This is an optimization exercise on Yosys and OpenROAD, whose aim is small area, a short achievable clock period and few clock cycles per item, not a production implementation. In this exercise RTL edits were held to simulation tests only and were not proved equivalent to the original. Power figures rest on the tool's default switching activity, not on a simulated workload.

## flow/design.v (module list and top-level ports; edited modules follow where they fit)
// module conv3x3_fa: 10 lines
// module conv3x3_ha: 9 lines
// module conv3x3_pp3n: 6 lines
// module conv3x3_pp3p: 6 lines
// module conv3x3_pp2n: 6 lines
// module conv3x3_stream: 2436 lines
module conv3x3_stream
#(
  parameter int DATA_W     = 8,
  parameter int COEF_W     = 8,
  parameter int NORM_SHIFT = 4
) (
  input  logic                  i_clk,
  input  logic                  i_rst,
  input  logic [9*DATA_W-1:0]   i_pixel_data,
  input  logic                  i_pixel_data_valid,
  input  logic                  i_pixel_data_last,
  output logic                  o_pixel_data_ready,
  output logic [DATA_W-1:0]     o_convolved_data,
  output logic                  o_convolved_data_valid,
  output logic                  o_convolved_data_last,
  output logic                  o_convolved_sat,
  input  logic                  i_out_ready,
  input  logic                  i_coef_we,
  input  logic [3:0]            i_coef_addr,
  input  logic [COEF_W-1:0]     i_coef_data,
  input  logic                  i_coef_commit,
  output logic                  o_cfg_pending
);
  // ...
==> flow/run.sh <==
#!/bin/bash
# synth_recipe.tcl (not shown) runs the flow's synth.tcl, then flattens the netlist and writes it again
# the make line also repeats each setting of config.mk as NAME=value (left out here)
make -C /OpenROAD-flow-scripts/flow DESIGN_CONFIG=/design/flow/config.mk WORK_HOME=/design/flow/orfs CLKGATE_MAP_FILE= SYNTH_SCRIPT=/design/flow/synth_recipe.tcl finish
==> flow/config.mk <==
export PLATFORM = sky130hd
export DESIGN_NAME = conv3x3_stream
export DESIGN_NICKNAME = conv3x3_stream
export VERILOG_FILES = /design/flow/design.v
export SDC_FILE = /design/flow/constraint.sdc
export NUM_CORES = 4
export LEC_CHECK = 0
export CAP_MARGIN = 20
export CORE_MARGIN = 2
export CORE_UTILIZATION = 55
export CTS_CLUSTER_DIAMETER = 80
export CTS_CLUSTER_SIZE = 22
export SETUP_SLACK_MARGIN = 2.0
export SLEW_MARGIN = 20
export SYNTH_HIERARCHICAL = 1
==> flow/constraint.sdc <==
create_clock -name core_clock -period 5.0 [get_ports {i_clk}]
set_input_delay 1.0000 -clock core_clock [delete_from_list [all_inputs] [get_ports {i_clk}]]
set_output_delay 1.0000 -clock core_clock [all_outputs]
set_load 0.01 [all_outputs]
==> summary.md, run 1 <==
| Metric | Value |
|---|---|
| Multi-input logic area | 0.0167 mm2 |
| Seq power | about 6.4 mW |
| Reg clk slew, reported paths | around 0.080 ns |
| Reg-to-reg critical path endpoint | fne_q |
| Root buf cell | clkbuf_16 |
| Met2 wire len | 35,500 um |
| Final net count | 2,998 |
| GR Util met3 | 0.0743 |
| Fraction of layout cells with a size suffix above 1 | 0.0379 |
| # port buffers | 103 |
| Commonest cells in the synthesized netlist | fa_1, nand2_1, dfxtp_1, clkbuf_1, nor2_1 |
| Status | finished clean |
| Worst EP arrival | 3.42 ns |
| Crit-path max FO | 6 |
| Critical path's slowest cell | clkdlybuf4s50_1 |
| Critical Path End Type | flip-flop |
| Internal power | 11.1 mW |
| Final setup viols | 0 |
| Switching power | 7.62 mW |
| Synth cell types | 45 |
| Finished Cell Area | 0.0306 mm2 |
| Fraction of area in registers | 0.344 |
| Tapcell Cnt | ~670 |
| Power Density | 611 mW/mm2 |
| Fmax | 0.335 GHz |
| Worst hold path class | flip-flop to flip-flop |
| # rows | 82 |
| Clock buffer depth | 3 |
Testbench counts, summed over its fixed seeds: cycles 4,136, items 4,096.
==> run 2: changes to the inputs <==
--- a/flow/config.mk
+++ b/flow/config.mk
@@ -12,3 +12,3 @@
 export CTS_CLUSTER_SIZE = 22
-export SETUP_SLACK_MARGIN = 2.0
+export SETUP_SLACK_MARGIN = 2.4
 export SLEW_MARGIN = 20
==> summary.md, run 2 <==
| Metric | Value |
|---|---|
| Status | finished clean (unchanged) |
| Main synth FF type | dfxtp_1 (unchanged) |
| Ys async rst share | 0 (unchanged) |
| GR Util met3 | 0.0986 (was 0.0743) |
| Top delay family on crit path | adder cells (unchanged) |
| Hold Crit Endpoint | lq[3] (was st2_q[42]) |
| Syn_area_per_cell | 11.9 um2 (unchanged) |
| Total Routing Usage GR | 0.298 (was 0.302) |
| Worst EP arrival | 3.10 ns (was 3.42 ns) |
| Met1 Use GR | 0.400 (was 0.428) |
| # port buffers | 103 (unchanged) |
| Buf/Inv on CP | 1 (was 4) |
| Critical Path End Type | flip-flop (unchanged) |
| Io pins | 104 (unchanged) |
| Clock share of power | 0.143 (was 0.164) |
| Worst setup margin | 2.41 ns (was 2.02 ns) |
| Commonest non-fill, non-tap cell in the layout | nand2_1 (was fa_1) |
| Antenna violations before repair | 2 (unchanged) |
| Leak | 11.0 nW (was 10.9 nW) |
| Most instantiated library cell after synthesis | fa_1 (unchanged) |
| Cells after Synth | 2,366 (unchanged) |
| Seq pwr share | 0.349 (was 0.343) |
| RSZ-0062 raised after global routing | yes (unchanged) |
| Mapped Nets | 3,038 (unchanged) |
| Yosys top cell area share | 0.391 (unchanged) |
| Crit path depth | 5 (was 11) |
| Drt first-iter violations | 1,007 (was 1,421) |
| Core ar. | 0.0503 mm2 (unchanged) |
| Hold Path Cell Cnt | 0 (unchanged) |
| Hold Startpoint | lq[2] (was st1_q[169]) |
| EDFF count, synth | 60 (unchanged) |
| Power, Total | 18.6 mW (was 18.7 mW) |
| Final hold violations | 0 (unchanged) |
| Largest net degree at the start of global routing | 89 (was 100) |
| Commonest cells in the synthesized netlist | fa_1, nand2_1, dfxtp_1, clkbuf_1, nor2_1 (unchanged) |
| Pins Over Slew Limit | 0 (unchanged) |
| Max-Cap Viols | 0 (unchanged) |
| Worst r2r src | st1_q[88] (was fne_q) |
| Largest Register | st1_q (unchanged) |
| Initial DRT Pass Iterations | 5 (unchanged) |
| Clock buffer depth | 3 (unchanged) |
| Final net count | 2,999 (was 2,998) |
| Post-route DRC | 0 (unchanged) |
| Netlist Area Pre-Place | 0.0281 mm2 (unchanged) |
| Grt ovf | 0 (unchanged) |
| Worst Max-Slew Pin Slew | 0.884 ns (was 1.01 ns) |
| Internal power | 11.0 mW (was 11.1 mW) |
| Area contributors post-synth | fa_1, dfxtp_1, nand2_1 (unchanged) |
| CTS sink cnt | 495 (unchanged) |
| Met2 usage | 0.479 (was 0.476) |
| Commonest non-fill, non-tap cells in the layout | nand2_1, dfxtp_1, fa_2 (was fa_1, nand2_1, dfxtp_1) |
| Hpwl dp | 63,900 um (was 63,100 um) |
| Detailed Route WL | 77,000 um (was 77,100 um) |
| Setup CP Type | input pin to flip-flop (unchanged) |
| Synth cell types | 45 (unchanged) |
| CP max stage delay | 0.65 ns (was 0.51 ns) |
| Switching power | 7.59 mW (was 7.62 mW) |
| CP cell instances | clkdlybuf4s18_2 > nand2_4 > fa_1 > fa_2 > fa_2 (was clkdlybuf4s50_1 > nor2b_4 > o21a_4 > inv_2 > ha_4 > inv_2 > ha_4 > inv_2 > fa_2 > nor2_1 > or4_1) |
| CP Launch Type | input pin (unchanged) |
| Setup Skew | 0.0292 ns (was 0.0297 ns) |
| Biggest regs | st1_q x175, coef_q x72, shadow_q x72 (unchanged) |
| Finished Cell Area | 0.0317 mm2 (was 0.0306 mm2) |
| Avg WL per Cell | 25.5 um (about the same) |
| H-tree depth | 1 (was 2) |
| Clk Latency, worst-skew pair | 0.62 ns (was 0.57 ns) |
| Reg-to-reg critical path endpoint | st2_q[25] (was fne_q) |
| Vias in the first global route | 18,200 (was 18,400) |
| Die height | 230 um (unchanged) |
| VDD IR-drop max | 0.343 mV (was 0.380 mV) |
| Post-synth top area cell | fa_1 (unchanged) |
| Die Wd | 230 um (unchanged) |
| Routability cong. | 0.920 (was 0.956) |
| # rows | 82 (unchanged) |
| R2R setup slack | 2.43 ns (was 2.12 ns) |
| Rel. slew slack | 0.394 (was 0.330) |
| Area after DPL | 0.0306 mm2 (was 0.0294 mm2) |
| CP required | 5.51 ns (was 5.44 ns) |
| Final setup viols | 0 (unchanged) |
| Final Cycle Share | 0.519 (was 0.596) |
| Pre-CTS WS | 1.25 ns (about the same) |
| P&R area growth vs syn | 12.7% (was 8.81%) |
| CTS tree | built (unchanged) |
| Die ar. | 0.0530 mm2 (unchanged) |
| Max reg flops | 175 (unchanged) |
| Gr busiest metal | met2 (unchanged) |
| Reg clk slew, reported paths | 0.09 ns (was 0.08 ns) |
| First-pass GRT wire length | 115,000 um (was 116,000 um) |
| ANT nets after route | 0 (unchanged) |
| Via count | 16,700 (was 17,100) |
| Sw frac | 0.408 (about the same) |
| Worst Reg-to-Reg Cells | 4 (was 9) |
| Power Density | 586 mW/mm2 (was 611 mW/mm2) |
| Critical path's slowest cell | fa_2 (was clkdlybuf4s50_1) |
| Fmax | 0.385 GHz (was 0.335 GHz) |
| Crit-path max FO | 8 (was 6) |
| Worst hold path class | flip-flop to flip-flop (unchanged) |
| Register area share after synthesis | 0.374 (unchanged) |
| Fraction of layout cells with a size suffix above 1 | 0.263 (was 0.0379) |
| Starting Density | 0.559 (unchanged) |
| Ys Warns | 7 (unchanged) |
| Minimum clock period | 2.59 ns (was 2.98 ns) |
| Setup TNS | 0 ns (unchanged) |
| #FFs+latches synth | 495 (unchanged) |
| CTS Buf Count | 31 (was 35) |
| Comb power frac | 0.508 (was 0.493) |
| Vias per std cell | 5.53 (was 5.65) |
| Root buf cell | clkbuf_16 (unchanged) |
| Most common cell on crit path | fa_2 (was inv_2) |
## run 2: cell type report
| class | instances | area, um2 |
|---|---|---|
| repair buffers | 116 | 1080 |
| clock inverters | 12 | 168 |
| clock buffers | 37 | 798 |
| fillers | 3971 | 18600 |
| flip-flops and latches | 495 | 10600 |
| inverters | 65 | 256 |
| multi-input cells | 1618 | 18000 |
| well taps | 672 | 841 |
| diodes | 1 | 2.50 |
## run 2: metrics by stage
step	hold slack, ns	instances	util
3_3_place_gp	0.312	2956	0.609
3_5_place_dp	0.312	2956	0.609
6_report	0.327	3016	0.630
5_1_grt	0.329	3015	0.630
4_1_cts	0.328	3009	0.631
2_1_floorplan	0.310	2366	-
## run 2: routing by layer
layer | up-vias | wire length, um | share of wire
met3 | 93 | 7010 | 0.091
met4 | 2 | 1610 | 0.021
li1 | 7294 | - | -
met2 | 494 | 35800 | 0.46
met1 | 8806 | 32600 | 0.42
met5 | - | 14 | 0.00018
## run 2: cell families (layout without fill, tap and decap cells)
kind of cell / after synthesis / after routing / synth area share
buf+inv: 255 / 230 / 0.0350
mux: 75 / 75 / 0.0268
simple gates: 801 / 801 / 0.118
other cells: 0 / 1 / 0
fa+ha+maj: 581 / 581 / 0.405
flops: 495 / 495 / 0.374
xor+xnor: 12 / 12 / 0.00374
compound gates: 147 / 149 / 0.0374
## run 2: what timing repair did
action,4_1_cts,5_1_grt
hold buffers,0,0
setup endpoints to repair,205,75
buffers inserted,4,4
gates resized for setup,244,82
cloned,0,2
pin swaps,3,9
## run 2: how the worst max path moves through the flow
stage	from	to
6_report	i_pixel_data[64]	st1_q[13]
5_1_grt	i_coef_we	coef_q[25]
4_1_cts	i_pixel_data_valid	coef_q[33]
3_5_place_dp	i_pixel_data[10]	st1_q[105]
3_3_place_gp	i_pixel_data[12]	st1_q[105]
2_1_floorplan	i_out_ready	fne_q
## run 2: per-module statistics from Yosys, one instance, submodules excluded
module,flops+latches,times used,cells
conv3x3_stream,495,1,1817
conv3x3_ha,0,4,1
conv3x3_fa,0,545,1
## run 2: power groups by stage
stage               Clock [mW]  Combinational (mW)  Sequential, mW
floorplan                    0                6.33            5.99
global placement             0                9.18            6.53
detailed placement           0                9.47            6.56
CTS                       2.72                9.47            6.47
global route              2.87                10.8            6.59
finish                    2.66                9.44            6.48

==> static timing again, ports no longer ideal <==
The results above use ideal ports. As a check the final layouts listed here were re-extracted and re-timed, cells and wires unchanged.
Step 1 assumes that a clkbuf_16 drives the clock port and a buf_2 every other input.
Step 2 adds t to the input delays and takes it off the output delays; t is the mean of the earliest and latest rising clock arrival at the registers after step 1. Input paths then give back, and output paths get back, about the clock's delay inside the block.
Slacks: ideal ports / drivers / drivers and shift; pairs: ideal ports / drivers.
run	t (ns)	slack for setup (ns)	hold slack, ns	worst setup path at the end	worst slew at a driven data input, ns
run 1	0.621	2.018 / 2.043 / 1.423	0.331 / 0.331 / 0.331	input to register	0.08
run 2	0.669	2.405 / 2.396 / 1.727	0.327 / 0.327 / 0.327	input to register	0.09
After both steps setup and hold are still met in every run listed. The setup slack of run 2, which loses most, moves by -0.009 ns with the drivers and by -0.678 ns with both steps.
